Background: an optimization exercise with open tools, aiming at a short achievable clock period and few clock cycles. Do not read the settings as production practice.
Function was checked by simulation only, so behaviour that the tests miss may differ from the original.
Power figures rest on the tool's default switching activity, not on a simulated workload.

==> flow/design.v <==
package rvIsaPkg;
	typedef logic [31:0] wordT;
	typedef logic [31:0] addrT;
	typedef logic [4:0]  regIdxT;
	localparam logic [6:0] OpReg    = 7'b0110011;
	localparam logic [6:0] OpImm    = 7'b0010011;
	localparam logic [6:0] OpLoad   = 7'b0000011;
	localparam logic [6:0] OpStore  = 7'b0100011;
	localparam logic [6:0] OpBranch = 7'b1100011;
	localparam logic [6:0] OpJal    = 7'b1101111;
	localparam logic [2:0] Funct3Beq = 3'b000;
	localparam logic [2:0] Funct3Bne = 3'b001;
	localparam logic [2:0] Funct3Add = 3'b000;
	localparam logic [2:0] Funct3Slt = 3'b010;
	localparam logic [2:0] Funct3Xor = 3'b100;
	localparam logic [2:0] Funct3Or  = 3'b110;
	localparam logic [2:0] Funct3And = 3'b111;
	localparam int Funct7Sub = 5;
	typedef enum logic [2:0] {
		AluAdd,
		AluSub,
		AluAnd,
		AluOr,
		AluXor,
		AluSlt
	} aluOpT;
endpackage
package rvPipePkg;
	localparam logic [31:0]      ResetPc = 32'h0000_0000;
	localparam logic [31:0]      PcStep  = 32'd4;
	localparam logic [4:0] ZeroReg = 5'd0;
	typedef struct packed {
		logic            regWrite;
		logic            memRead;
		logic            memWrite;
		logic            aluImm;
		logic            aluPc;
		logic [2:0] aluOp;
	} ctrlT;
	typedef struct packed {
		ctrlT             ctrl;
		logic [31:0]      pc;
		logic [31:0]   rs1Val;
		logic [31:0]   rs2Val;
		logic [31:0]   imm;
		logic [4:0] rs1;
		logic [4:0] rs2;
		logic [4:0] rd;
	} decExT;
	typedef struct packed {
		logic [31:0]   aluOut;
		logic [31:0]   storeData;
		logic [4:0] rd;
		logic             regWrite;
		logic             memRead;
		logic             memWrite;
	} exMemT;
	typedef struct packed {
		logic             regWrite;
		logic [4:0] rd;
		logic [31:0]   data;
	} wbT;
endpackage
`timescale 1ns/1ps
module rvCore (
	input  logic           clk,
	input  logic           rstN,
	input  rvIsaPkg::wordT InstrData,
	input  rvIsaPkg::wordT MemData,
	output rvIsaPkg::addrT PC,
	output rvIsaPkg::addrT RWAddress,
	output rvIsaPkg::wordT WriteData,
	output logic           MemRead,
	output logic           MemWrite
);
	logic [31:0] pcF;
	logic        dValid;
	logic [31:0] dInstr;
	logic [31:0] dPc;
	logic        dPred;
	logic        eRegWrite, eIsLoad, eIsStore, eIsBr, eBne, ePred;
	logic [4:0]  eRd;
	logic        eOpAdd, eOpSub, eOpAnd, eOpOr, eOpXor, eOpSlt;
	logic [31:0] eA, eB, eS;
	logic        eAL, eAM, eBL, eBM, eSL, eSM;   
	logic [31:0] eAltPc;
	logic        mRegWrite, mIsLoad, mIsStore;
	logic [4:0]  mRd;
	logic [31:0] mAlu, mStore;
	logic [31:0] regs [1:31];
	logic        mispred;
	logic        fIsJal, fPredBr;
	logic [31:0] fImmJ, fImmB, fTgtJ, fTgtB, fSeq;
	assign fIsJal  = InstrData[6] & InstrData[2];
	assign fPredBr = InstrData[6] & ~InstrData[2] & InstrData[31];
	assign fImmJ   = {{12{InstrData[31]}}, InstrData[19:12], InstrData[20], InstrData[30:21], 1'b0};
	assign fImmB   = {{20{InstrData[31]}}, InstrData[7], InstrData[30:25], InstrData[11:8], 1'b0};
	assign fTgtJ   = pcF + fImmJ;
	assign fTgtB   = pcF + fImmB;
	assign fSeq    = pcF + 32'd4;
	always_ff @(posedge clk) begin
		if (!rstN) begin
			pcF <= '0;
		end else if (mispred) begin
			pcF <= eAltPc;
		end else if (fIsJal) begin
			pcF <= fTgtJ;
		end else if (fPredBr) begin
			pcF <= fTgtB;
		end else begin
			pcF <= fSeq;
		end
	end
	assign PC = pcF;
	always_ff @(posedge clk) begin
		dValid <= rstN && !mispred;
		dInstr <= InstrData;
		dPc    <= pcF;
		dPred  <= fPredBr;
	end
	logic        dIsJal, dIsBr, dIsAlu, dIsAluR, dIsLoad, dIsStore;
	logic [4:0]  dRs1, dRs2, dRd;
	logic [2:0]  dF3;
	logic        dUseImm, dRegWrite;
	logic [31:0] dImmI, dImmS, dImmB, dPc4, dTgtB;
	logic [31:0] mData;
	logic [31:0] rf1, rf2, dV1, dV2;
	logic        dHitE1, dHitE2, dHitM1, dHitM2;
	logic        dLive;
	assign dIsJal   = dInstr[6] & dInstr[2];
	assign dIsBr    = dInstr[6] & ~dInstr[2];
	assign dIsAlu   = ~dInstr[6] & dInstr[4];
	assign dIsAluR  = dIsAlu & dInstr[5];
	assign dIsLoad  = ~dInstr[6] & ~dInstr[4] & ~dInstr[5];
	assign dIsStore = ~dInstr[6] & ~dInstr[4] & dInstr[5];
	assign dRd  = dInstr[11:7];
	assign dRs1 = dInstr[19:15];
	assign dRs2 = dInstr[24:20];
	assign dF3  = dInstr[14:12];
	assign dImmI = {{20{dInstr[31]}}, dInstr[31:20]};
	assign dImmS = {{20{dInstr[31]}}, dInstr[31:25], dInstr[11:7]};
	assign dImmB = {{20{dInstr[31]}}, dInstr[7], dInstr[30:25], dInstr[11:8], 1'b0};
	assign dPc4  = dPc + 32'd4;
	assign dTgtB = dPc + dImmB;
	assign dLive     = dValid && !mispred;
	assign dUseImm   = (dIsAlu & ~dIsAluR) | dIsLoad | dIsStore;
	assign dRegWrite = (dIsAlu | dIsLoad | dIsJal) && (dRd != 5'd0);
	assign mData = mIsLoad ? MemData : mAlu;
	assign rf1 = (dRs1 == 5'd0) ? '0 : regs[dRs1];
	assign rf2 = (dRs2 == 5'd0) ? '0 : regs[dRs2];
	assign dHitM1 = mRegWrite && (mRd == dRs1);
	assign dHitM2 = mRegWrite && (mRd == dRs2);
	assign dV1 = dHitM1 ? mData : rf1;
	assign dV2 = dHitM2 ? mData : rf2;
	assign dHitE1 = eRegWrite && (eRd == dRs1) && !dIsJal;
	assign dHitE2 = eRegWrite && (eRd == dRs2) && !dIsJal;
	always_ff @(posedge clk) begin
		if (!rstN) begin
			eRegWrite <= 1'b0;
			eIsLoad   <= 1'b0;
			eIsStore  <= 1'b0;
			eIsBr     <= 1'b0;
		end else begin
			eRegWrite <= dLive && dRegWrite;
			eIsLoad   <= dLive && dIsLoad;
			eIsStore  <= dLive && dIsStore;
			eIsBr     <= dLive && dIsBr;
		end
	end
	always_ff @(posedge clk) begin
		eRd    <= dRd;
		eBne   <= dF3[0];
		ePred  <= dPred;
		eAltPc <= dPred ? dPc4 : dTgtB;
		eOpSub <= dIsAluR && dInstr[30] && (dF3 == 3'b000);
		eOpAdd <= ((dIsAlu && (dF3 == 3'b000)) && !(dIsAluR && dInstr[30])) || dIsLoad || dIsStore || dIsJal;
		eOpSlt <= dIsAlu && (dF3 == 3'b010);
		eOpXor <= dIsAlu && (dF3 == 3'b100);
		eOpOr  <= dIsAlu && (dF3 == 3'b110);
		eOpAnd <= dIsAlu && (dF3 == 3'b111);
		eA  <= dIsJal ? dPc4 : dV1;
		eB  <= dIsJal ? 32'd0 : dUseImm ? (dIsStore ? dImmS : dImmI) : dV2;
		eS  <= dV2;
		eAL <= dHitE1 && eIsLoad;
		eAM <= dHitE1 && !eIsLoad;
		eBL <= dHitE2 && eIsLoad && !dUseImm;
		eBM <= dHitE2 && !eIsLoad && !dUseImm;
		eSL <= dHitE2 && eIsLoad;
		eSM <= dHitE2 && !eIsLoad;
	end
	logic [31:0] opA, opB, opS, sum, diff, res;
	logic        lt, eq, taken;
	assign opA = eAL ? MemData : eAM ? mAlu : eA;
	assign opB = eBL ? MemData : eBM ? mAlu : eB;
	assign opS = eSL ? MemData : eSM ? mAlu : eS;
	assign sum  = opA + opB;
	assign diff = opA - opB;
	assign lt   = (opA[31] != opB[31]) ? opA[31] : diff[31];
	assign eq   = (opA == opB);
	assign res = ({32{eOpAdd}} & sum)
		| ({32{eOpSub}} & diff)
		| ({32{eOpAnd}} & (opA & opB))
		| ({32{eOpOr}}  & (opA | opB))
		| ({32{eOpXor}} & (opA ^ opB))
		| {31'b0, eOpSlt & lt};
	assign taken   = eq ^ eBne;
	assign mispred = eIsBr && (taken != ePred);
	always_ff @(posedge clk) begin
		if (!rstN) begin
			mRegWrite <= 1'b0;
			mIsLoad   <= 1'b0;
			mIsStore  <= 1'b0;
		end else begin
			mRegWrite <= eRegWrite;
			mIsLoad   <= eIsLoad;
			mIsStore  <= eIsStore;
		end
	end
	always_ff @(posedge clk) begin
		mRd    <= eRd;
		mAlu   <= res;
		mStore <= opS;
	end
	assign RWAddress = mAlu;
	assign WriteData = mStore;
	assign MemRead   = mIsLoad;
	assign MemWrite  = mIsStore;
	always_ff @(posedge clk) begin
		if (mRegWrite) begin
			regs[mRd] <= mData;
		end
	end
endmodule
==> flow/run.sh <==
#!/bin/bash
# synth_recipe.tcl (not shown) runs the flow's synth.tcl, then flattens the netlist and writes it again
# the make line also repeats each setting of config.mk as NAME=value (left out here)
make -C /OpenROAD-flow-scripts/flow DESIGN_CONFIG=/design/flow/config.mk WORK_HOME=/design/flow/orfs CLKGATE_MAP_FILE= SYNTH_SCRIPT=/design/flow/synth_recipe.tcl finish
==> flow/config.mk <==
export PLATFORM = sky130hd
export DESIGN_NAME = rvCore
export DESIGN_NICKNAME = rvCore
export VERILOG_FILES = /design/flow/design.v
export SDC_FILE = /design/flow/constraint.sdc
export NUM_CORES = 4
export LEC_CHECK = 0
export CAP_MARGIN = 20
export CORE_MARGIN = 2
export CORE_UTILIZATION = 40
export PLACE_DENSITY = 0.6
export SLEW_MARGIN = 20
==> flow/constraint.sdc <==
create_clock -name core_clock -period 7.0 [get_ports {clk}]
set_input_delay 1.4000 -clock core_clock [delete_from_list [all_inputs] [get_ports {clk}]]
set_output_delay 1.4000 -clock core_clock [all_outputs]
set_load 0.01 [all_outputs]
==> results of run 1 <==
[through the flow]
stage	setup WS, ns	instance area (um^2)	power [mW]
after global routing	1.28	77100	22.6
after detailed placement	0.758	72200	14.0
after global placement	0.742	72200	14.0
after CTS	1.61	77100	21.9
after floorplan	2.14	67900	12.3
final	1.47	77100	21.8
[power by group through the flow]
stage          registers (mW)  logic [mW]  clock network, mW
6_report                 9.68        4.27               7.87
3_3_place_gp             9.84        4.14                  0
4_1_cts                  9.67        4.21               7.97
2_1_floorplan            9.66        2.64                  0
5_1_grt                  9.71        4.60               8.28
3_5_place_dp             9.84        4.19                  0
[layer usage]
metal	track usage, %	part of all wire [%]
met1	34.7	40
met2	41.1	47
met3	4.87	8.7
met4	9.92	3.9
met5	0	0.0088
[area by class of cell]
type,count,area (um^2)
diodes,1,2.50
fillers,14900,92000
clock buffers,185,3950
repair buffers,282,2620
flip-flops and latches,1310,36200
multi-input cells,3368,30000
well taps,2218,2780
inverters,154,578
clock inverters,86,983
[kinds of logic (layout without fill, tap and decap cells)]
| kind of cell | after synthesis | after routing | share of synthesized area, % |
|---|---|---|---|
| buffers and inverters | 503 | 707 | 2.96 |
| XOR/XNOR | 139 | 139 | 1.79 |
| flip-flops | 1310 | 1310 | 53.2 |
| adder cells (fa/ha/maj) | 177 | 177 | 3.33 |
| multiplexers | 845 | 845 | 20.1 |
| AND/OR/NAND/NOR | 1011 | 1011 | 6.72 |
| AO/OA/AOI/OAI | 1196 | 1196 | 11.9 |
| other | 0 | 1 | 0 |
[flip-flops by register name, summed over array words and instances (netlist names), 5 cells and up]
register / flops
regs: 992
dPc: 32
eA: 32
eAltPc: 32
eB: 32
eS: 32
mAlu: 32
mStore: 32
pcF: 32
dInstr: 29
eRd: 5
mRd: 5
[worst max-delay path: cells and delay by family]
| family | cells | cell delay, ns |
|---|---|---|
| and+or+nand+nor | 4 | 0.57 |
| AOI/OAI and AO/OA | 11 | 2.68 |
| adders and majority gates | 2 | 0.79 |
| buffers and inverters | 2 | 0.77 |
[cells in the final DEF, fill, tap and decap left out, drive strengths merged, types with 24 or more instances in the layout]
cell	synthesis	routed
buf	125	122
ha	171	171
o211ai	57	57
clkdlybuf4s50	0	160
a21oi	358	358
o21ai	170	170
nor3	40	40
xnor2	68	68
dfxtp	318	318
a22oi	62	62
nand3	53	53
a221oi	62	62
inv	152	163
nand4	25	25
nor2	290	290
nand2b	31	31
mux2i	398	398
a31oi	26	26
nor2b	29	29
and3	30	30
nand2	405	405
clkinv	2	60
nand3b	24	24
a21o	60	60
a32o	37	37
a211oi	75	75
xor2	71	71
mux2	36	36
clkbuf	224	185
mux4	411	411
o21a	83	83
edfxtp	992	992
[worst paths after layout]
| path | start | to | slack, ns |
|---|---|---|---|
| max | MemData[17] | mAlu[31] | 1.47 |
| min | eRd[1] | mRd[1] | 0.40 |
| max reg2reg | eBM | mAlu[31] | 1.54 |
| min reg2reg | eRd[1] | mRd[1] | 0.40 |
==> results.json, run 1 <==
{
  "synth_area_um2": 67900,
  "synthCells": 5181,
  "grt_pass1_vias": 45900,
  "coreArea_um2": 169000,
  "fp.dieH_um": 416,
  "antenna_found_initial": 4,
  "cts_root_buf": "clkbuf_16",
  "gp_congestion": 0.969,
  "critPathLaunchType": "input pin",
  "ys_top_cells_by_area": "edfxtp_1 44%, mux4_2 14%, dfxtp_1 9.4%, mux2i_1 5.9%, ha_1 3.2%",
  "clockBufferDepth": 3,
  "finalWirelength_um": 227000,
  "routedWlPerCell_um": 29.9,
  "post-route-min-period_ns": 5.53,
  "ys_warn_count": 1,
  "cts.clk_slew.worst_paths_ns": 0.06,
  "worst_pin_slew_ns": 1.14,
  "report.final.slew_viol_count": 0,
  "ir_worst_vdd_mv": 0.238,
  "synth_edf_count": 992,
  "p_leak_nw": 26.8,
  "grt_max_degree": 103,
  "min_period_over_period_pct": 79.1,
  "synth_most_common_cell": "edfxtp_1",
  "whs_path_depth": 0,
  "vias": 47400,
  "arrival_ns": 6.22,
  "yosys.area.top_type": "edfxtp_1",
  "final_nets": 5506,
  "worstSkewPairLatency_ns": 0.82,
  "die_width_um": 416,
  "drt_iter0_markers": 5696,
  "yosysSeqAreaShare_pct": 53.2,
  "area_growth_pct": 13.6,
  "first_pass_iters": 6,
  "ctsResizeCount": 0,
  "hold_viol_final": 0,
  "power_switching_mw": 6.53,
  "reg2reg_depth": 18,
  "rsz0062_at_grt": "false",
  "holdCritPathClass": "flip-flop to flip-flop",
  "initial_core_util_pct": 40.2,
  "max_stage_delay_ns": 0.58,
  "cp-end-kind": "flip-flop",
  "required_ns": 7.68,
  "post-place-cells": 7332,
  "drive_gt1_share_pct": 16.5,
  "track_usage_pct": 25.7,
  "p_sw_share_pct": 30.0,
  "ant_nets": 0,
  "post_drt_via_cell_ratio": 6.24,
  "finalHoldWorstSlack_ns": 0.396,
  "synth.top_cell.area_share_pct": 43.9,
  "cts_hold_buf": 0,
  "grt_pass1_wl_um": 324000,
  "setup_viol": 0,
  "status": "no timing/DRC/antenna violations",
  "async_flop_share_pct": 0,
  "fin_util_pct": 45.6,
  "cts_sinks": 1310,
  "crit_fanout": 7,
  "fin_cells": 7604,
  "dieArea_um2": 173000,
  "grt.overflow.total": 0,
  "finalClockSkew_ns": 0.0459,
  "pin_count": 164,
  "power.internal_mw": 15.3,
  "cp_cell_sequence": "clkdlybuf4s50_1 > nand2_1 > o21a_1 > ha_1 > nor2b_1 > or2_1 > a211oi_1 > o41a_1 > a31oi_1 > buf_4 > o21ai_1 > o21ai_0 > o41ai_1 > o31ai_1 > fa_1 > nand2_1 > o21ai_0 > a221oi_1 > o21ai_1",
  "cts_max_level": 4,
  "portBuffers": 160,
  "synth_ff_type": "edfxtp_1",
  "synth_seq_cells": 1310,
  "p_per_area_nw_per_um2": 283,
  "combPwrFrac_pct": 19.6,
  "synth_commonest_cells": "992 x edfxtp_1, 411 x mux4_2, 405 x nand2_1",
  "fin_setup_tns_ns": 0,
  "avgSynthCellArea_um2": 13.1,
  "rows": 151,
  "cap_violations": 0,
  "crit_slowest_cell": "clkdlybuf4s50_1",
  "pwr-share-clk_pct": 36.1,
  "numCtsBuffers": 147,
  "hpwl_um": 146000,
  "cts_tree": "done",
  "fmax_ghz": 0.181,
  "post_cts_buffers": 0,
  "critical_path_class": "input pin to flip-flop",
  "seqPwrFrac_pct": 44.4,
  "drc": 0,
  "yosysUniqueCellTypes": 92,
  "slew_headroom_pct": 23.6
}
Testbench counts, summed over its fixed seeds: cycles 149,764.
==> run 2, diff against run 1 <==
--- a/flow/design.v
+++ b/flow/design.v
@@ -64,2 +64,34 @@
 `timescale 1ns/1ps
+module rvPrefixAdd (
+	input  logic [31:0] a,
+	input  logic [31:0] b,
+	input  logic        cin,
+	output logic [31:0] h,
+	output logic [31:0] c,
+	output logic        cout
+);
+	logic [31:0] g [6];
+	logic [31:0] t [6];
+	always_comb begin
+		g[0] = a & b;
+		t[0] = a | b;
+		g[0][0] = (a[0] & b[0]) | ((a[0] | b[0]) & cin);
+		t[0][0] = 1'b0;
+		for (int l = 0; l < 5; l++) begin
+			for (int i = 0; i < 32; i++) begin
+				if (i >= (1 << l)) begin
+					g[l + 1][i] = g[l][i] | (t[l][i] & g[l][i - (1 << l)]);
+					t[l + 1][i] = t[l][i] & t[l][i - (1 << l)];
+				end else begin
+					g[l + 1][i] = g[l][i];
+					t[l + 1][i] = t[l][i];
+				end
+			end
+		end
+		h = (a | b) & ~(a & b);
+		c = {g[5][30:0], cin};
+		cout = g[5][31];
+	end
+endmodule
+`timescale 1ns/1ps
 module rvCore (
@@ -80,3 +112,4 @@
 	logic        dPred;
-	logic        eRegWrite, eIsLoad, eIsStore, eIsBr, eBne, ePred;
+	logic [31:1] dSel1, dSel2;   
+	logic        eRegWrite, eIsLoad, eIsStore, eMisEq, eMisNe;
 	logic [4:0]  eRd;
@@ -84,3 +117,3 @@
 	logic [31:0] eA, eB, eS;
-	logic        eAL, eAM, eBL, eBM, eSL, eSM;   
+	logic        eAL, eBL, eSL;   
 	logic [31:0] eAltPc;
@@ -91,2 +124,3 @@
 	logic        mispred;
+	logic [31:0] res;
 	logic        fIsJal, fPredBr;
@@ -119,2 +153,6 @@
 		dPred  <= fPredBr;
+		for (int k = 1; k < 32; k++) begin
+			dSel1[k] <= (InstrData[19:15] == 5'(k));
+			dSel2[k] <= (InstrData[24:20] == 5'(k));
+		end
 	end
@@ -148,4 +186,10 @@
 	assign mData = mIsLoad ? MemData : mAlu;
-	assign rf1 = (dRs1 == 5'd0) ? '0 : regs[dRs1];
-	assign rf2 = (dRs2 == 5'd0) ? '0 : regs[dRs2];
+	always_comb begin
+		rf1 = '0;
+		rf2 = '0;
+		for (int k = 1; k < 32; k++) begin
+			rf1 = rf1 | ({32{dSel1[k]}} & regs[k]);
+			rf2 = rf2 | ({32{dSel2[k]}} & regs[k]);
+		end
+	end
 	assign dHitM1 = mRegWrite && (mRd == dRs1);
@@ -161,3 +205,4 @@
 			eIsStore  <= 1'b0;
-			eIsBr     <= 1'b0;
+			eMisEq    <= 1'b0;
+			eMisNe    <= 1'b0;
 		end else begin
@@ -166,3 +211,4 @@
 			eIsStore  <= dLive && dIsStore;
-			eIsBr     <= dLive && dIsBr;
+			eMisEq    <= dLive && dIsBr && (dF3[0] == dPred);
+			eMisNe    <= dLive && dIsBr && (dF3[0] != dPred);
 		end
@@ -171,4 +217,2 @@
 		eRd    <= dRd;
-		eBne   <= dF3[0];
-		ePred  <= dPred;
 		eAltPc <= dPred ? dPc4 : dTgtB;
@@ -180,23 +224,25 @@
 		eOpAnd <= dIsAlu && (dF3 == 3'b111);
-		eA  <= dIsJal ? dPc4 : dV1;
-		eB  <= dIsJal ? 32'd0 : dUseImm ? (dIsStore ? dImmS : dImmI) : dV2;
-		eS  <= dV2;
+		eA  <= dIsJal ? dPc4 : !dHitE1 ? dV1 : eIsLoad ? 32'd0 : res;
+		eB  <= dIsJal ? 32'd0 : dUseImm ? (dIsStore ? dImmS : dImmI) : !dHitE2 ? dV2 : eIsLoad ? 32'd0 : res;
+		eS  <= !dHitE2 ? dV2 : eIsLoad ? 32'd0 : res;
 		eAL <= dHitE1 && eIsLoad;
-		eAM <= dHitE1 && !eIsLoad;
 		eBL <= dHitE2 && eIsLoad && !dUseImm;
-		eBM <= dHitE2 && !eIsLoad && !dUseImm;
 		eSL <= dHitE2 && eIsLoad;
-		eSM <= dHitE2 && !eIsLoad;
-	end
-	logic [31:0] opA, opB, opS, sum, diff, res;
-	logic        lt, eq, taken;
-	assign opA = eAL ? MemData : eAM ? mAlu : eA;
-	assign opB = eBL ? MemData : eBM ? mAlu : eB;
-	assign opS = eSL ? MemData : eSM ? mAlu : eS;
-	assign sum  = opA + opB;
-	assign diff = opA - opB;
-	assign lt   = (opA[31] != opB[31]) ? opA[31] : diff[31];
-	assign eq   = (opA == opB);
-	assign res = ({32{eOpAdd}} & sum)
-		| ({32{eOpSub}} & diff)
+	end
+	logic [31:0] opA, opB, opS;
+	logic        lt, eq;
+	assign opA = eA | ({32{eAL}} & MemData);
+	assign opB = eB | ({32{eBL}} & MemData);
+	assign opS = eS | ({32{eSL}} & MemData);
+	logic [31:0] hAdd, cAdd, hSub, cSub;
+	logic        coAdd, coSub, coLt;
+	logic [31:0] hLt, cLt;
+	rvPrefixAdd addU (.a(opA), .b(opB), .cin(1'b0), .h(hAdd), .c(cAdd), .cout(coAdd));
+	rvPrefixAdd subU (.a(opA), .b(~opB), .cin(1'b1), .h(hSub), .c(cSub), .cout(coSub));
+	rvPrefixAdd ltU (.a({~opA[31], opA[30:0]}), .b({opB[31], ~opB[30:0]}), .cin(1'b1),
+		.h(hLt), .c(cLt), .cout(coLt));
+	assign lt = !coLt;
+	assign eq = (opA == opB);
+	assign res = (({32{eOpAdd}} & hAdd) ^ ({32{eOpAdd}} & cAdd))
+		| (({32{eOpSub}} & hSub) ^ ({32{eOpSub}} & cSub))
 		| ({32{eOpAnd}} & (opA & opB))
@@ -205,4 +251,3 @@
 		| {31'b0, eOpSlt & lt};
-	assign taken   = eq ^ eBne;
-	assign mispred = eIsBr && (taken != ePred);
+	assign mispred = eq ? eMisEq : eMisNe;
 	always_ff @(posedge clk) begin
==> flow/flow/run.sh (new file) <==
#!/bin/bash
# Own layout flow: the standard ORFS flow (standard.sh, same synthesis script,
# same registers) with extra make settings:
#   ADDER_MAP_FILE=        adders are left to abc as plain gates instead of the
#                          platform's slow full/half-adder cells
#   MATCH_CELL_FOOTPRINT=0 the resizer may swap a cell for a faster one of
#                          another footprint
# Each step's full output is in orfs/logs/; make's own output is in flow.log.
set -euo pipefail
EXTRA="ADDER_MAP_FILE= MATCH_CELL_FOOTPRINT=0"
sed "s#CLKGATE_MAP_FILE= #CLKGATE_MAP_FILE= ${EXTRA} #" standard.sh > own_standard.sh
grep -q "MATCH_CELL_FOOTPRINT=0" own_standard.sh
bash own_standard.sh finish > flow.log 2>&1
test -f out/final.def
==> flow/standard.sh (new file) <==
#!/bin/bash
# synth_recipe.tcl (not shown) runs the flow's synth.tcl, then flattens the netlist and writes it again
# the make line also repeats each setting of config.mk as NAME=value (left out here)
make -C /OpenROAD-flow-scripts/flow DESIGN_CONFIG=/design/flow/config.mk WORK_HOME=/design/flow/orfs CLKGATE_MAP_FILE= SYNTH_SCRIPT=/design/flow/synth_recipe.tcl "${@:-finish}"
--- a/flow/config.mk
+++ b/flow/config.mk
@@ -11,2 +11,3 @@
 export PLACE_DENSITY = 0.6
+export SETUP_SLACK_MARGIN = 4
 export SLEW_MARGIN = 20
removed: flow/run.sh
==> run 2 against run 1 <==
Clock skew down 0.0056 ns. Hold slack worse by 0.019 ns. Register-to-register slack improved by 1.5 ns. Critical path type unchanged. Setup slack better by 1.5 ns. Global-route usage up 11 points. Area after synthesis decreased by 8.5%. Combinational power increased by 8.0%. Still clean on timing, DRC and antenna. Final area grew 0.14%. Largest cell class unchanged. Sequential share of layout area is 1.7 points higher.
==> results.json, run 2 <==
{
  "yosysSeqAreaShare_pct": 60.0,
  "worstHoldStart": "pcF[0]",
  "drive_gt1_share_pct": 23.5,
  "setup_viol": 0,
  "yosys.area.top_type": "edfxtp_1",
  "worst_pin_slew_ns": 1.31,
  "setup_ws_ns": 2.96,
  "max_stage_delay_ns": 0.53,
  "gp_congestion": 0.980,
  "vias": 57500,
  "synth.top_cell.area_share_pct": 47.9,
  "reg2reg_to": "eB[14]",
  "antenna_found_initial": 12,
  "worstSkewPairLatency_ns": 0.82,
  "grt_pass1_vias": 52500,
  "routedWlPerCell_um": 39.4,
  "synth_ff_type": "edfxtp_1",
  "finalWirelength_um": 308000,
  "grt.overflow.total": 0,
  "arrival_ns": 4.73,
  "rsz0062_at_grt": "true",
  "p_leak_nw": 27.8,
  "ir_worst_vdd_mv": 0.244,
  "required_ns": 7.70,
  "initial_core_util_pct": 40.3,
  "synth_adder_area_share_pct": 0.735,
  "final_common_cell": "edfxtp_1",
  "top_register": "regs",
  "cts_hold_buf": 0,
  "crit_fanout": 8,
  "p_per_area_nw_per_um2": 290,
  "coreArea_um2": 154000,
  "fp.dieH_um": 398,
  "portBuffers": 160,
  "dieArea_um2": 159000,
  "async_flop_share_pct": 0,
  "grt_pass1_wl_um": 413000,
  "numCtsBuffers": 144,
  "synth_most_common_cell": "edfxtp_1",
  "status": "no timing/DRC/antenna violations",
  "finalHoldWorstSlack_ns": 0.377,
  "cp_cell_sequence": "buf_6 > a21oi_4 > o22ai_2 > a221oi_2 > nor3_1 > a2111o_1 > buf_4 > buf_6 > buf_4 > inv_1 > o21ai_1 > xor2_1 > a221o_1 > and2_4 > mux2_2 > nor2_2 > nor2_1",
  "cap_violations": 0,
  "cts_tree": "done",
  "ys_top_cells_by_area": "edfxtp_1 48%, dfxtp_1 12%, a22oi_1 4.3%, a221oi_1 4.1%, a22o_1 4.1%",
  "finalClockSkew_ns": 0.0403,
  "cts_max_level": 4,
  "fin_setup_tns_ns": 0,
  "synth-xor-area-share_pct": 2.86,
  "cts_sinks": 1368,
  "avgSynthCellArea_um2": 11.9,
  "drt_iter0_markers": 12800,
  "reg2reg_depth": 17,
  "preCtsSetupSlack_ns": 1.37,
  "rrSetupSlack_ns": 3.09,
  "area_growth_pct": 24.3,
  "first_pass_iters": 10,
  "layout_common_cells": "992 x edfxtp_1, 387 x buf_4, 348 x a22oi_1",
  "holdCritPathClass": "flip-flop to flip-flop",
  "cts_root_buf": "clkbuf_16",
  "pin_count": 164,
  "synthMuxAreaShare_pct": 1.33,
  "hpwl_um": 179000,
  "track_usage_pct": 37.1,
  "r2r_start": "eAL",
  "ys_warn_count": 4,
  "synth_edf_count": 992,
  "synth-compound-area-share_pct": 22.8,
  "synth_commonest_cells": "992 x edfxtp_1, 376 x dfxtp_1, 355 x a22oi_1",
  "crit_slowest_cell": "a2111o_1",
  "critical_path_class": "input pin to flip-flop",
  "whs_path_depth": 0,
  "hold_end": "dPc[0]",
  "report.final.slew_viol_count": 0,
  "ant_nets": 0,
  "critPathLaunchType": "input pin",
  "synthCells": 5241,
  "grt_max_degree": 68,
  "post_drt_via_cell_ratio": 7.37,
  "synth_area_um2": 62200,
  "drc": 0,
  "cts.clk_slew.worst_paths_ns": 0.06,
  "cp-end-kind": "flip-flop",
  "die_width_um": 398,
  "slew_headroom_pct": 11.9,
  "yosysUniqueCellTypes": 94,
  "post-route-min-period_ns": 4.04,
  "fmax_ghz": 0.248,
  "hold_viol_final": 0,
  "synth_seq_cells": 1368,
  "rows": 144,
  "clockBufferDepth": 3,
  "synth_simple_gate_area_share_pct": 9.43,
  "min_period_over_period_pct": 57.7,
  "cp-startpoint": "MemData[8]",
  "largest_reg_flops": 992,
  "synth_top_family_by_area": "compound AO/OA/AOI/OAI gates",
  "final_nets": 5697
}
-- run 2: worst max-delay path by stage --
stage | end | slack (ns) | depth (start not counted)
floorplan | eB[28] | 2.69 | 14
global placement | eB[28] | 1.33 | 14
detailed placement | eB[28] | 1.37 | 14
CTS | eB[28] | 3.12 | 14
global route | eB[14] | 2.93 | 17
finish | eB[14] | 2.96 | 17
-- run 2: area by class of cell --
cell class              instances  area [um^2]
repair buffers                639         6080
well taps                    2044         2560
clock inverters                80          798
clock buffers                 186         3910
fillers                     13500        77000
repair inverters                1         5.00
diodes                         10         25.0
inverters                      56          236
multi-input cells            3421        26100
flip-flops and latches       1368        37600
-- run 2: per-layer routing --
metal / vias up / GRT usage [%] / part of all wire (%)
met4: 12 / 22.9 / 8.3
met5: - / 0.393 / 0.047
met3: 1554 / 15.3 / 17
met1: 28000 / 48.1 / 35
li1: 21900 / - / -
met2: 6029 / 51.1 / 40
-- run 2: worst max-delay path: cells and delay by family --
family	cells	cell delay [ns]
compound gates	6	1.81
xor+xnor	1	0.16
buf+inv	5	0.64
mux	1	0.29
simple gates	4	0.40
-- run 2: power by group --
part           total [mW]  switching (mW)  internal (mW)  leakage [nW]
registers            10.0           0.461           9.57          12.2
logic                4.61            2.89           1.72          13.3
clock network        7.78            3.35           4.44          2.28
total                22.4            6.70           15.7          27.8
-- run 2: repair_timing --
item                                    CTS  global route
pin swaps                               152           163
buffers inserted                        213            99
resized for setup                       663           259
gates cloned                              4             5
endpoints found under the setup margin  656           270
-- run 2: cells by family after synthesis --
family                     Yosys count
AOI/OAI and AO/OA                 1864
DFF                               1368
xor gates and xnor gates           203
and+or+nand+nor                   1229
adders and majority gates           45
muxes                               78
buffers and inverters              454
-- run 2: metrics by stage --
stage               util [%]  total power [mW]  instance area (um^2)  cells
CTS                     48.8              21.9                 75300   7689
detailed placement      43.4              13.7                 66900   7206
global placement        43.4              13.7                 66900   7204
global route            50.1              23.0                 77200   7796
floorplan                  -              12.2                 62900   5241
finish                  50.1              22.4                 77200   7805
Testbench counts of run 2, summed over its fixed seeds: cycles 149,764.
==> run 3, diff against run 2 <==
--- a/flow/design.v
+++ b/flow/design.v
@@ -107,6 +107,6 @@
 );
-	logic [31:0] pcF;
+	logic [31:2] pcF;
 	logic        dValid;
 	logic [31:0] dInstr;
-	logic [31:0] dPc;
+	logic [31:2] dPc;
 	logic        dPred;
@@ -117,4 +117,4 @@
 	logic [31:0] eA, eB, eS;
-	logic        eAL, eBL, eSL;   
-	logic [31:0] eAltPc;
+	logic        eSL;   
+	logic [31:2] eAltPc;
 	logic        mRegWrite, mIsLoad, mIsStore;
@@ -124,12 +124,21 @@
 	logic        mispred;
+	logic        stall;
 	logic [31:0] res;
-	logic        fIsJal, fPredBr;
-	logic [31:0] fImmJ, fImmB, fTgtJ, fTgtB, fSeq;
+	logic        fIsJal, fPredBr, fSignJ;
+	logic [21:2] fLowJ;
+	logic [13:2] fLowB;
+	logic [31:21] fHiJ;
+	logic [31:13] fHiB;
+	logic [31:2] fTgtJ, fTgtB, fSeq, fNext;
 	assign fIsJal  = InstrData[6] & InstrData[2];
 	assign fPredBr = InstrData[6] & ~InstrData[2] & InstrData[31];
-	assign fImmJ   = {{12{InstrData[31]}}, InstrData[19:12], InstrData[20], InstrData[30:21], 1'b0};
-	assign fImmB   = {{20{InstrData[31]}}, InstrData[7], InstrData[30:25], InstrData[11:8], 1'b0};
-	assign fTgtJ   = pcF + fImmJ;
-	assign fTgtB   = pcF + fImmB;
-	assign fSeq    = pcF + 32'd4;
+	assign fSignJ  = InstrData[31];
+	assign fLowJ = {1'b0, pcF[20:2]} + {1'b0, InstrData[31], InstrData[19:12], InstrData[20], InstrData[30:22]};
+	assign fLowB = {1'b0, pcF[12:2]} + {1'b0, InstrData[31], InstrData[7], InstrData[30:25], InstrData[11:9]};
+	assign fHiJ  = (fSignJ == fLowJ[21]) ? pcF[31:21] : fSignJ ? (pcF[31:21] - 11'd1) : (pcF[31:21] + 11'd1);
+	assign fHiB  = fLowB[13] ? pcF[31:13] : (pcF[31:13] - 19'd1);
+	assign fTgtJ = {fHiJ, fLowJ[20:2]};
+	assign fTgtB = {fHiB, fLowB[12:2]};
+	assign fSeq  = pcF + 30'd1;
+	assign fNext = fIsJal ? fTgtJ : fPredBr ? fTgtB : fSeq;
 	always_ff @(posedge clk) begin
@@ -139,19 +148,21 @@
 			pcF <= eAltPc;
-		end else if (fIsJal) begin
-			pcF <= fTgtJ;
-		end else if (fPredBr) begin
-			pcF <= fTgtB;
-		end else begin
-			pcF <= fSeq;
-		end
-	end
-	assign PC = pcF;
-	always_ff @(posedge clk) begin
-		dValid <= rstN && !mispred;
-		dInstr <= InstrData;
-		dPc    <= pcF;
-		dPred  <= fPredBr;
-		for (int k = 1; k < 32; k++) begin
-			dSel1[k] <= (InstrData[19:15] == 5'(k));
-			dSel2[k] <= (InstrData[24:20] == 5'(k));
+		end else if (!stall) begin
+			pcF <= fNext;
+		end
+	end
+	assign PC = {pcF, 2'b00};
+	always_ff @(posedge clk) begin
+		if (!rstN || mispred) begin
+			dValid <= 1'b0;
+		end else if (!stall) begin
+			dValid <= 1'b1;
+		end
+		if (!stall) begin
+			dInstr <= InstrData;
+			dPc    <= pcF;
+			dPred  <= fPredBr;
+			for (int k = 1; k < 32; k++) begin
+				dSel1[k] <= (InstrData[19:15] == 5'(k));
+				dSel2[k] <= (InstrData[24:20] == 5'(k));
+			end
 		end
@@ -162,3 +173,4 @@
 	logic        dUseImm, dRegWrite;
-	logic [31:0] dImmI, dImmS, dImmB, dPc4, dTgtB;
+	logic [31:0] dImmI, dImmS, dImmB;
+	logic [31:2] dPc4, dTgtB;
 	logic [31:0] mData;
@@ -180,5 +192,6 @@
 	assign dImmB = {{20{dInstr[31]}}, dInstr[7], dInstr[30:25], dInstr[11:8], 1'b0};
-	assign dPc4  = dPc + 32'd4;
-	assign dTgtB = dPc + dImmB;
-	assign dLive     = dValid && !mispred;
+	assign dPc4  = dPc + 30'd1;
+	assign dTgtB = dPc + dImmB[31:2];
+	assign stall     = dValid && eIsLoad && (dHitE1 || (dHitE2 && !dUseImm));
+	assign dLive     = dValid && !mispred && !stall;
 	assign dUseImm   = (dIsAlu & ~dIsAluR) | dIsLoad | dIsStore;
@@ -224,7 +237,5 @@
 		eOpAnd <= dIsAlu && (dF3 == 3'b111);
-		eA  <= dIsJal ? dPc4 : !dHitE1 ? dV1 : eIsLoad ? 32'd0 : res;
-		eB  <= dIsJal ? 32'd0 : dUseImm ? (dIsStore ? dImmS : dImmI) : !dHitE2 ? dV2 : eIsLoad ? 32'd0 : res;
+		eA  <= dIsJal ? {dPc4, 2'b00} : !dHitE1 ? dV1 : res;
+		eB  <= dIsJal ? 32'd0 : dUseImm ? (dIsStore ? dImmS : dImmI) : !dHitE2 ? dV2 : res;
 		eS  <= !dHitE2 ? dV2 : eIsLoad ? 32'd0 : res;
-		eAL <= dHitE1 && eIsLoad;
-		eBL <= dHitE2 && eIsLoad && !dUseImm;
 		eSL <= dHitE2 && eIsLoad;
@@ -233,4 +244,4 @@
 	logic        lt, eq;
-	assign opA = eA | ({32{eAL}} & MemData);
-	assign opB = eB | ({32{eBL}} & MemData);
+	assign opA = eA;
+	assign opB = eB;
 	assign opS = eS | ({32{eSL}} & MemData);
==> flow/flow/run.sh (replaced) <==
#!/bin/bash
# Own layout flow: the standard ORFS flow (standard.sh: same synthesis
# script, same registers) with extra make settings:
#   ADDER_MAP_FILE=        adders are left to abc as plain gates instead of the
#                          platform's slow full/half-adder cells
#   MATCH_CELL_FOOTPRINT=0 the resizer may swap a cell for a faster one of
#                          another footprint
#   BUFFER_PORTS_ARGS      the port buffers are plain buf_4 cells rather than
#                          the delay cells buffer_ports picks by default
#   DONT_USE_CELLS         the platform's list plus slow cells (wide or/nor/and,
#                          maj3, and the non-inverting and-or / or-and cells),
#                          so abc maps to fast inverting gates
# Each step's full output is in orfs/logs/; make's own output is in flow.log.
set -euo pipefail
PLATFORM_DONT_USE="sky130_fd_sc_hd__probe_p_8 sky130_fd_sc_hd__probec_p_8 sky130_fd_sc_hd__lpflow_bleeder_1 sky130_fd_sc_hd__lpflow_clkbufkapwr_1 sky130_fd_sc_hd__lpflow_clkbufkapwr_16 sky130_fd_sc_hd__lpflow_clkbufkapwr_2 sky130_fd_sc_hd__lpflow_clkbufkapwr_4 sky130_fd_sc_hd__lpflow_clkbufkapwr_8 sky130_fd_sc_hd__lpflow_clkinvkapwr_1 sky130_fd_sc_hd__lpflow_clkinvkapwr_16 sky130_fd_sc_hd__lpflow_clkinvkapwr_2 sky130_fd_sc_hd__lpflow_clkinvkapwr_4 sky130_fd_sc_hd__lpflow_clkinvkapwr_8 sky130_fd_sc_hd__lpflow_decapkapwr_12 sky130_fd_sc_hd__lpflow_decapkapwr_3 sky130_fd_sc_hd__lpflow_decapkapwr_4 sky130_fd_sc_hd__lpflow_decapkapwr_6 sky130_fd_sc_hd__lpflow_decapkapwr_8 sky130_fd_sc_hd__lpflow_inputiso0n_1 sky130_fd_sc_hd__lpflow_inputiso0p_1 sky130_fd_sc_hd__lpflow_inputiso1n_1 sky130_fd_sc_hd__lpflow_inputiso1p_1 sky130_fd_sc_hd__lpflow_inputisolatch_1 sky130_fd_sc_hd__lpflow_isobufsrc_1 sky130_fd_sc_hd__lpflow_isobufsrc_16 sky130_fd_sc_hd__lpflow_isobufsrc_2 sky130_fd_sc_hd__lpflow_isobufsrc_4 sky130_fd_sc_hd__lpflow_isobufsrc_8 sky130_fd_sc_hd__lpflow_isobufsrckapwr_16 sky130_fd_sc_hd__lpflow_lsbuf_lh_hl_isowell_tap_1 sky130_fd_sc_hd__lpflow_lsbuf_lh_hl_isowell_tap_2 sky130_fd_sc_hd__lpflow_lsbuf_lh_hl_isowell_tap_4 sky130_fd_sc_hd__lpflow_lsbuf_lh_isowell_4 sky130_fd_sc_hd__lpflow_lsbuf_lh_isowell_tap_1 sky130_fd_sc_hd__lpflow_lsbuf_lh_isowell_tap_2 sky130_fd_sc_hd__lpflow_lsbuf_lh_isowell_tap_4"
SLOW=" sky130_fd_sc_hd__or3_1 sky130_fd_sc_hd__or3_2 sky130_fd_sc_hd__or3_4 sky130_fd_sc_hd__or3b_1 sky130_fd_sc_hd__or3b_2 sky130_fd_sc_hd__or3b_4 sky130_fd_sc_hd__or4_1 sky130_fd_sc_hd__or4_2 sky130_fd_sc_hd__or4_4 sky130_fd_sc_hd__or4b_1 sky130_fd_sc_hd__or4b_2 sky130_fd_sc_hd__or4b_4 sky130_fd_sc_hd__or4bb_1 sky130_fd_sc_hd__or4bb_2 sky130_fd_sc_hd__or4bb_4 sky130_fd_sc_hd__nor4_1 sky130_fd_sc_hd__nor4_2 sky130_fd_sc_hd__nor4_4 sky130_fd_sc_hd__nor4b_1 sky130_fd_sc_hd__nor4b_2 sky130_fd_sc_hd__nor4b_4 sky130_fd_sc_hd__nor4bb_1 sky130_fd_sc_hd__nor4bb_2 sky130_fd_sc_hd__nor4bb_4 sky130_fd_sc_hd__and4_1 sky130_fd_sc_hd__and4_2 sky130_fd_sc_hd__and4_4 sky130_fd_sc_hd__and4b_1 sky130_fd_sc_hd__and4b_2 sky130_fd_sc_hd__and4b_4 sky130_fd_sc_hd__and4bb_1 sky130_fd_sc_hd__and4bb_2 sky130_fd_sc_hd__and4bb_4 sky130_fd_sc_hd__maj3_1 sky130_fd_sc_hd__maj3_2 sky130_fd_sc_hd__maj3_4 sky130_fd_sc_hd__a2111o_1 sky130_fd_sc_hd__a2111o_2 sky130_fd_sc_hd__a2111o_4 sky130_fd_sc_hd__o2111a_1 sky130_fd_sc_hd__o2111a_2 sky130_fd_sc_hd__o2111a_4 sky130_fd_sc_hd__a2111oi_0 sky130_fd_sc_hd__a2111oi_1 sky130_fd_sc_hd__a2111oi_2 sky130_fd_sc_hd__a2111oi_4 sky130_fd_sc_hd__o2111ai_1 sky130_fd_sc_hd__o2111ai_2 sky130_fd_sc_hd__o2111ai_4 sky130_fd_sc_hd__a2111o_1 sky130_fd_sc_hd__a2111o_2 sky130_fd_sc_hd__a2111o_4 sky130_fd_sc_hd__a211o_1 sky130_fd_sc_hd__a211o_2 sky130_fd_sc_hd__a211o_4 sky130_fd_sc_hd__a21bo_1 sky130_fd_sc_hd__a21bo_2 sky130_fd_sc_hd__a21bo_4 sky130_fd_sc_hd__a21o_1 sky130_fd_sc_hd__a21o_2 sky130_fd_sc_hd__a21o_4 sky130_fd_sc_hd__a221o_1 sky130_fd_sc_hd__a221o_2 sky130_fd_sc_hd__a221o_4 sky130_fd_sc_hd__a22o_1 sky130_fd_sc_hd__a22o_2 sky130_fd_sc_hd__a22o_4 sky130_fd_sc_hd__a2bb2o_1 sky130_fd_sc_hd__a2bb2o_2 sky130_fd_sc_hd__a2bb2o_4 sky130_fd_sc_hd__a311o_1 sky130_fd_sc_hd__a311o_2 sky130_fd_sc_hd__a311o_4 sky130_fd_sc_hd__a31o_1 sky130_fd_sc_hd__a31o_2 sky130_fd_sc_hd__a31o_4 sky130_fd_sc_hd__a32o_1 sky130_fd_sc_hd__a32o_2 sky130_fd_sc_hd__a32o_4 sky130_fd_sc_hd__a41o_1 sky130_fd_sc_hd__a41o_2 sky130_fd_sc_hd__a41o_4 sky130_fd_sc_hd__o2111a_1 sky130_fd_sc_hd__o2111a_2 sky130_fd_sc_hd__o2111a_4 sky130_fd_sc_hd__o211a_1 sky130_fd_sc_hd__o211a_2 sky130_fd_sc_hd__o211a_4 sky130_fd_sc_hd__o21a_1 sky130_fd_sc_hd__o21a_2 sky130_fd_sc_hd__o21a_4 sky130_fd_sc_hd__o21ba_1 sky130_fd_sc_hd__o21ba_2 sky130_fd_sc_hd__o21ba_4 sky130_fd_sc_hd__o221a_1 sky130_fd_sc_hd__o221a_2 sky130_fd_sc_hd__o221a_4 sky130_fd_sc_hd__o22a_1 sky130_fd_sc_hd__o22a_2 sky130_fd_sc_hd__o22a_4 sky130_fd_sc_hd__o2bb2a_1 sky130_fd_sc_hd__o2bb2a_2 sky130_fd_sc_hd__o2bb2a_4 sky130_fd_sc_hd__o311a_1 sky130_fd_sc_hd__o311a_2 sky130_fd_sc_hd__o311a_4 sky130_fd_sc_hd__o31a_1 sky130_fd_sc_hd__o31a_2 sky130_fd_sc_hd__o31a_4 sky130_fd_sc_hd__o32a_1 sky130_fd_sc_hd__o32a_2 sky130_fd_sc_hd__o32a_4 sky130_fd_sc_hd__o41a_1 sky130_fd_sc_hd__o41a_2 sky130_fd_sc_hd__o41a_4"
EXTRA="ADDER_MAP_FILE= MATCH_CELL_FOOTPRINT=0"
sed "s#CLKGATE_MAP_FILE= #CLKGATE_MAP_FILE= ${EXTRA} #" standard.sh > own_standard.sh
grep -q "MATCH_CELL_FOOTPRINT=0" own_standard.sh
bash own_standard.sh "DONT_USE_CELLS=${PLATFORM_DONT_USE} ${SLOW}" \
	"BUFFER_PORTS_ARGS=-buffer_cell sky130_fd_sc_hd__buf_4" finish > flow.log 2>&1
test -f out/final.def
==> run 3 against run 2 <==
Still clean on timing, DRC and antenna. Wire length is 3.7% lower. Via count is 2.1% lower. Clock power is 2% higher. Sequential power hardly changed. Non-clock buffer count is 148 lower. Critical endpoint is now eS[4]. Largest cell class unchanged.
==> results.json, run 3 <==
{
  "status": "no timing/DRC/antenna violations",
  "avgSynthCellArea_um2": 11.7,
  "hpwl_um": 169000,
  "final_common_cell": "edfxtp_1",
  "async_flop_share_pct": 0,
  "first_pass_iters": 13,
  "synth_ff_type": "edfxtp_1",
  "worstHoldStart": "eS[5]",
  "track_usage_pct": 35.3,
  "critical_path_class": "flip-flop to flip-flop",
  "fill_cells": 13900,
  "r2r_start": "dSel2[8]",
  "cts_sinks": 1360,
  "vias": 56300,
  "die_width_um": 400,
  "cts.clk_slew.worst_paths_ns": 0.06,
  "synth_adder_area_share_pct": 0,
  "cp-end-kind": "flip-flop",
  "rsz0062_at_grt": "true",
  "synth_edf_count": 1114,
  "grt.overflow.total": 0,
  "synth_most_common_cell": "edfxtp_1",
  "whs_path_depth": 2,
  "arrival_ns": 3.91,
  "slew_headroom_pct": 14.4,
  "post-route-min-period_ns": 3.25,
  "ys_warn_count": 4,
  "crit_fanout": 29,
  "synth.top_cell.area_share_pct": 53.3,
  "synthCells": 5386,
  "reg2reg_depth": 8,
  "placed_cell_area_um2": 66700,
  "multi_input_area_um2": 24100,
  "synthMuxAreaShare_pct": 0.910,
  "cts_tree": "done",
  "synth-compound-area-share_pct": 20.6,
  "pin_count": 164,
  "grt_max_degree": 82,
  "required_ns": 7.66,
  "rows": 145,
  "report.final.slew_viol_count": 0,
  "min_period_over_period_pct": 46.4,
  "setup_viol": 0,
  "ff_latch_area_um2": 38500,
  "yosysSeqAreaShare_pct": 61.1,
  "holdCritPathClass": "flip-flop to flip-flop",
  "worst_pin_slew_ns": 1.27,
  "final_nets": 5699,
  "routedWlPerCell_um": 38.0,
  "grt_pass1_wl_um": 400000,
  "initial_core_util_pct": 40.3,
  "gp_congestion": 0.969,
  "finalHoldWorstSlack_ns": 0.401,
  "ant_nets": 0,
  "drive_gt1_share_pct": 19.6,
  "finalWirelength_um": 296000,
  "ys_top_cells_by_area": "edfxtp_1 53%, a22oi_1 11%, dfxtp_1 7.8%, nor2_1 2.6%, nand4_1 2.3%",
  "cts_root_buf": "clkbuf_16",
  "largest_reg_flops": 992,
  "hold_viol_final": 0,
  "stdcell_area_um2": 74600,
  "ir_worst_vdd_mv": 0.316,
  "drc": 0,
  "portBuffers": 158,
  "worstSkewPairLatency_ns": 0.81,
  "numCtsBuffers": 146,
  "synth_top_family_by_area": "compound AO/OA/AOI/OAI gates",
  "fin_setup_tns_ns": 0,
  "antenna_found_initial": 20,
  "fmax_ghz": 0.308,
  "finalClockSkew_ns": 0.0373,
  "synth-xor-area-share_pct": 2.66,
  "grt_pass1_vias": 51700,
  "fp.dieH_um": 400,
  "preCtsSetupSlack_ns": 2.14,
  "post_drt_via_cell_ratio": 7.21,
  "area_growth_pct": 18.8,
  "cts_hold_buf": 0,
  "critPathLaunchType": "flip-flop",
  "coreArea_um2": 156000,
  "cp-startpoint": "dSel2[8]",
  "p_leak_nw": 25.0,
  "cap_violations": 0,
  "dieArea_um2": 160000,
  "setup_ws_ns": 3.75,
  "yosysUniqueCellTypes": 90,
  "clockBufferDepth": 3,
  "fin_util_pct": 47.8,
  "rrSetupSlack_ns": 3.75,
  "layout_common_cells": "1114 x edfxtp_1, 913 x a22oi_1, 433 x buf_4",
  "synth_seq_cells": 1360,
  "drt_iter0_markers": 13200,
  "cts_max_level": 4,
  "top_register": "regs",
  "synth_area_um2": 62800,
  "synth_commonest_cells": "1114 x edfxtp_1, 921 x a22oi_1, 441 x nor2_1",
  "yosys.area.top_type": "edfxtp_1",
  "p_per_area_nw_per_um2": 294,
  "synth_simple_gate_area_share_pct": 11.5
}
[run 3: cell types whose count changed after synthesis, sizes merged, moves of 49 or more]
cell	previous run	this run
a22oi	355	922
a22o	289	0
a221oi	296	18
dfxtp	376	246
edfxtp	992	1114
nor2	345	444
a21o	89	0
nand4	145	226
inv	55	113
a21oi	220	270
nand2b	24	73
[run 3: what timing repair did]
action,CTS,global route
setup endpoints to repair,493,510
endpoints found under the hold margin,0,0
gates resized for setup,189,209
gates cloned,4,0
buffers inserted,86,84
pin swaps,63,105
[run 3: critical path, stage by stage, from the launching register on]
cell	delay (ns)
edfxtp_1	0.61
buf_4	0.73
a22oi_1	0.21
nand4_1	0.17
nor2_1	0.07
nand3_2	0.18
o21ai_0	0.16
o21ai_0	0.51
nor2b_1	0.44
[run 3: per-layer routing]
metal,track usage [%],vias up,part of all wire (%)
met2,48.1,5974,39
li1,-,21800,-
met5,0,-,0.047
met1,46.4,27000,35
met3,14.2,1540,18
met4,21.9,14,8.1
[run 3: layout make-up]
cell class,instances,share of cell area (%)
Antenna cell,4,0.0134
Clock buffer,189,5.43
Clock inverter,69,1.00
Inverter,116,0.599
Multi-Input combinational cell,3518,32.4
Sequential cell,1360,51.6
Tap cell,2058,3.45
Timing Repair Buffer,491,5.54
[run 3: power breakdown]
group          total [mW]  leakage, nW  switching [mW]  internal [mW]
combinational        3.90         10.2            2.62           1.28
sequential           10.1         12.5           0.440           9.68
clock                7.92         2.34            3.37           4.55
total                21.9         25.0            6.43           15.5
[run 3: cells by family (layout without fill, tap and decap cells)]
kind of cell	after synthesis	in the layout
AO/OA/AOI/OAI	1802	1802
AND/OR/NAND/NOR	1473	1474
flip-flops	1360	1360
buffers and inverters	510	865
XOR/XNOR	188	188
multiplexers	52	52
other	1	6
[run 3: final timing paths]
check | endpoint
min | mStore[5]
max | eS[4]
max reg2reg | eS[4]
min reg2reg | mStore[5]
[run 3: through the flow]
step / std cells / power [mW]
2_1_floorplan: 5387 / 12.2
3_3_place_gp: 7368 / 13.6
3_5_place_dp: 7369 / 13.6
4_1_cts: 7717 / 21.5
5_1_grt: 7802 / 22.4
6_report: 7805 / 21.9
Testbench counts of run 3, summed over its fixed seeds: cycles 151,367.
==> run 4, diff against run 3 <==
--- a/flow/design.v
+++ b/flow/design.v
@@ -111,2 +111,4 @@
 	logic [31:2] dPc;
+	logic [31:2] dPc4;    
+	logic [13:2] dLowB;   
 	logic        dPred;
@@ -123,3 +125,6 @@
 	logic [31:0] regs [1:31];
-	logic        mispred;
+	logic        mispred;     
+	logic        mispredD;    
+	logic        sumZero;
+	logic [31:2] dAltPc;
 	logic        stall;
@@ -148,2 +153,4 @@
 			pcF <= eAltPc;
+		end else if (mispredD) begin
+			pcF <= dAltPc;
 		end else if (!stall) begin
@@ -154,3 +161,3 @@
 	always_ff @(posedge clk) begin
-		if (!rstN || mispred) begin
+		if (!rstN || mispred || mispredD) begin
 			dValid <= 1'b0;
@@ -161,4 +168,6 @@
 			dInstr <= InstrData;
+			dPred  <= fPredBr;
 			dPc    <= pcF;
-			dPred  <= fPredBr;
+			dPc4   <= fSeq;
+			dLowB  <= fLowB;
 			for (int k = 1; k < 32; k++) begin
@@ -173,4 +182,3 @@
 	logic        dUseImm, dRegWrite;
-	logic [31:0] dImmI, dImmS, dImmB;
-	logic [31:2] dPc4, dTgtB;
+	logic [31:0] dImmI, dImmS;
 	logic [31:0] mData;
@@ -191,7 +199,13 @@
 	assign dImmS = {{20{dInstr[31]}}, dInstr[31:25], dInstr[11:7]};
-	assign dImmB = {{20{dInstr[31]}}, dInstr[7], dInstr[30:25], dInstr[11:8], 1'b0};
-	assign dPc4  = dPc + 30'd1;
-	assign dTgtB = dPc + dImmB[31:2];
 	assign stall     = dValid && eIsLoad && (dHitE1 || (dHitE2 && !dUseImm));
 	assign dLive     = dValid && !mispred && !stall;
+	logic [31:13] dHiB;
+	logic [31:2]  dTgtB;
+	assign dHiB   = (dInstr[31] == dLowB[13]) ? dPc[31:13] : dInstr[31] ? (dPc[31:13] - 19'd1) : (dPc[31:13] + 19'd1);
+	assign dTgtB  = {dHiB, dLowB[12:2]};
+	assign dAltPc = dPred ? dPc4 : dTgtB;
+	logic        dEarly;
+	assign dEarly = dValid && dIsBr && eRegWrite && eOpAdd && !eIsLoad
+		&& (((eRd == dRs1) && (dRs2 == 5'd0)) || ((eRd == dRs2) && (dRs1 == 5'd0)));
+	assign mispredD = !mispred && dEarly && ((sumZero ^ dF3[0]) != dPred);
 	assign dUseImm   = (dIsAlu & ~dIsAluR) | dIsLoad | dIsStore;
@@ -224,4 +238,4 @@
 			eIsStore  <= dLive && dIsStore;
-			eMisEq    <= dLive && dIsBr && (dF3[0] == dPred);
-			eMisNe    <= dLive && dIsBr && (dF3[0] != dPred);
+			eMisEq    <= dLive && dIsBr && !dEarly && (dF3[0] == dPred);
+			eMisNe    <= dLive && dIsBr && !dEarly && (dF3[0] != dPred);
 		end
@@ -230,3 +244,3 @@
 		eRd    <= dRd;
-		eAltPc <= dPred ? dPc4 : dTgtB;
+		eAltPc <= dAltPc;
 		eOpSub <= dIsAluR && dInstr[30] && (dF3 == 3'b000);
@@ -263,2 +277,3 @@
 	assign mispred = eq ? eMisEq : eMisNe;
+	assign sumZero = ((opA ^ opB) == {opA[30:0] | opB[30:0], 1'b0});
 	always_ff @(posedge clk) begin
==> run 4 against run 3 <==
Sequential share of layout area fell by 0.53 points. Clock power rose by 2.5%. Global-route usage rose by 0.98 points. Clock-buffer cell count did not move.
==> results.json, run 4 <==
{
  "status": "no timing/DRC/antenna violations",
  "grt.overflow.total": 0,
  "preCtsSetupSlack_ns": 2.47,
  "cts.clk_slew.worst_paths_ns": 0.06,
  "drc": 0,
  "critical_path_class": "flip-flop to flip-flop",
  "post_drt_via_cell_ratio": 7.27,
  "finalWirelength_um": 311000,
  "layout_common_cells": "1145 x edfxtp_1, 916 x a22oi_1, 498 x buf_4",
  "ys_top_cells_by_area": "edfxtp_1 54%, a22oi_1 11%, dfxtp_1 7.7%, nand4_1 2.2%, nor2_1 2.2%",
  "die_width_um": 405,
  "fin_setup_tns_ns": 0,
  "first_pass_iters": 12,
  "ys_warn_count": 4,
  "avgSynthCellArea_um2": 11.7,
  "drive_gt1_share_pct": 22.4,
  "synth_edf_count": 1145,
  "pin_count": 164,
  "synth_ff_type": "edfxtp_1",
  "cp_cell_sequence": "nand2b_1 > and2_4 > a221oi_4 > nor2b_4 > nand4_1 > buf_4 > o31ai_4 > and3_4 > nor3_4 > buf_6 > a31oi_4 > o21ai_2 > a221oi_2",
  "arrival_ns": 3.95,
  "slew_headroom_pct": 23.3,
  "ant_nets": 0,
  "fill_cells": 14100,
  "required_ns": 7.71,
  "multi_input_area_um2": 25200,
  "worst_pin_slew_ns": 1.15,
  "hold_viol_final": 0,
  "cts_max_level": 4,
  "async_flop_share_pct": 0,
  "top_register": "regs",
  "min_period_over_period_pct": 46.4,
  "portBuffers": 158,
  "grt_pass1_vias": 53300,
  "setup_viol": 0,
  "ff_latch_area_um2": 39600,
  "hpwl_um": 179000,
  "initial_core_util_pct": 40.1,
  "final_nets": 5858,
  "grt_max_degree": 69,
  "p_leak_nw": 25.8,
  "drt_iter0_markers": 12700,
  "cts_tree": "done",
  "post-route-min-period_ns": 3.25,
  "fmax_ghz": 0.308,
  "track_usage_pct": 36.3,
  "crit_fanout": 8,
  "path_delay_family": "compound AO/OA/AOI/OAI gates",
  "crit_slowest_cell": "dfxtp_2",
  "cts_root_buf": "clkbuf_16",
  "antenna_found_initial": 11,
  "grt_pass1_wl_um": 417000,
  "coreArea_um2": 160000,
  "report.final.slew_viol_count": 0,
  "clockBufferDepth": 3,
  "final_common_cell": "edfxtp_1",
  "synth_seq_cells": 1391,
  "synth_commonest_cells": "1145 x edfxtp_1, 918 x a22oi_1, 374 x nor2_1",
  "path_buf_inv": 2,
  "vias": 58200,
  "yosysUniqueCellTypes": 81,
  "largest_reg_flops": 992,
  "p_per_area_nw_per_um2": 299,
  "rsz0062_at_grt": "true",
  "worstSkewPairLatency_ns": 0.82,
  "finalClockSkew_ns": 0.0360,
  "yosys.area.top_type": "edfxtp_1",
  "cp-end-kind": "flip-flop",
  "synth_most_common_cell": "edfxtp_1",
  "cts_sinks": 1391,
  "holdCritPathClass": "flip-flop to flip-flop",
  "synthCells": 5484,
  "dieArea_um2": 164000,
  "area_growth_pct": 20.6,
  "fp.dieH_um": 405,
  "cap_violations": 0,
  "rows": 147,
  "setup_ws_ns": 3.75,
  "ir_worst_vdd_mv": 0.295,
  "max_stage_delay_ns": 0.38,
  "routedWlPerCell_um": 38.8,
  "critPathLaunchType": "flip-flop",
  "numCtsBuffers": 149,
  "gp_congestion": 0.977,
  "synth_area_um2": 64200,
  "synth.top_cell.area_share_pct": 53.5,
  "yosysSeqAreaShare_pct": 61.2
}
run 4: area by class of cell:
cell class                 count  share of cell area (%)
sequential                  1391                    51.1
multi-input combinational   3558                    32.5
timing repair buffer         559                    5.94
clock buffer                 189                    5.33
tap                         2086                    3.37
clock inverter                82                    1.05
inverter                     131                   0.695
antenna                        5                  0.0162
timing repair inverter         2                  0.0129
run 4: worst paths after layout:
| kind | start | end | slack (ns) | cells past startpoint |
|---|---|---|---|---|
| min | eRd[3] | mRd[3] | 0.39 | 0 |
| min reg2reg | eRd[3] | mRd[3] | 0.39 | 0 |
| max reg2reg | eB[24] | pcF[27] | 3.75 | 13 |
| max | eB[24] | pcF[27] | 3.75 | 13 |
run 4: cell families (layout without fill, tap and decap cells):
family	count (synthesis)	in the layout	synth area share, %
AOI/OAI and AO/OA	1841	1842	20.2
xor gates and xnor gates	199	199	2.80
buffers and inverters	539	963	3.40
DFF	1391	1391	61.2
muxes	70	70	1.19
other	1	7	0.00584
and+or+nand+nor	1443	1445	11.2
run 4: worst reg2reg max path, cell delays in order (launching register included):
cell	delay [ns]
dfxtp_2	0.38
nand2b_1	0.20
and2_4	0.19
a221oi_4	0.27
nor2b_4	0.19
nand4_1	0.13
buf_4	0.19
o31ai_4	0.36
and3_4	0.32
nor3_4	0.07
buf_6	0.14
a31oi_4	0.35
o21ai_2	0.11
a221oi_2	0.26
run 4: power by group:
| part | internal, mW | leakage (nW) | switching [mW] | total, mW |
|---|---|---|---|---|
| registers | 9.97 | 12.9 | 0.505 | 10.5 |
| logic | 1.56 | 10.6 | 3.01 | 4.57 |
| clock network | 4.63 | 2.40 | 3.49 | 8.12 |
| total | 16.2 | 25.8 | 7.01 | 23.2 |
run 4: through the flow:
stage	util (%)	instances	power [mW]	hold slack (ns)	instance area [um^2]
floorplan	-	5485	12.6	0.372	64500
global placement	42.6	7502	14.2	0.379	68200
detailed placement	42.6	7502	14.3	0.382	68200
CTS	47.2	7885	22.6	0.390	75500
global route	48.4	7999	23.7	0.394	77400
finish	48.4	8003	23.2	0.394	77500
run 4: timing repair:
| action | 4_1_cts | 5_1_grt |
|---|---|---|
| gates resized for setup | 390 | 243 |
| pin swaps | 96 | 125 |
| setup buffers | 109 | 106 |
| hold buffers | 0 | 0 |
| gates cloned | 3 | 6 |
| setup endpoints to repair | 574 | 306 |
run 4: layer usage:
| layer | track usage (%) | vias up | part of all wire (%) |
|---|---|---|---|
| met5 | 0.238 | - | 0.057 |
| met4 | 21.1 | 14 | 7.6 |
| met3 | 14.3 | 1400 | 18 |
| met2 | 49.9 | 6242 | 40 |
| met1 | 48.0 | 28200 | 35 |
| li1 | - | 22400 | - |
Testbench counts of run 4, summed over its fixed seeds: cycles 148,417.

port drivers added, routing unchanged:
In the flow no input, the clock included, has a driving cell. The finished layouts below were timed again as built, in two steps. Step 1: set_driving_cell puts a clkbuf_16 on clk and a buf_2 on each other input, an assumption about the parent block. Step 2 times the ports against the registers' clock, not the clock port: input delays grow and output delays shrink by t, the midpoint of the rising clock arrivals with the driver on. Three values: ideal ports, drivers, drivers and shift; two values: the first two.
run	t, ns	setup WS [ns]	worst register clock-pin slew, ns	worst data-port slew with drivers (ns)	pins driven straight from the clock port
run 1	0.881	1.465 / 1.520 / 0.640	0.07 / 0.07	0.05	1
run 2	0.887	2.963 / 3.012 / 2.125	0.07 / 0.07	0.17	1
run 3	0.871	3.752 / 3.752 / 2.961	0.07 / 0.07	0.08	1
run 4	0.891	3.754 / 3.754 / 2.949	0.07 / 0.07	0.06	1
After both steps every run listed still meets setup and hold. The setup slack of run 2, which loses most, moves by +0.049 ns with the drivers and by -0.838 ns with both steps.
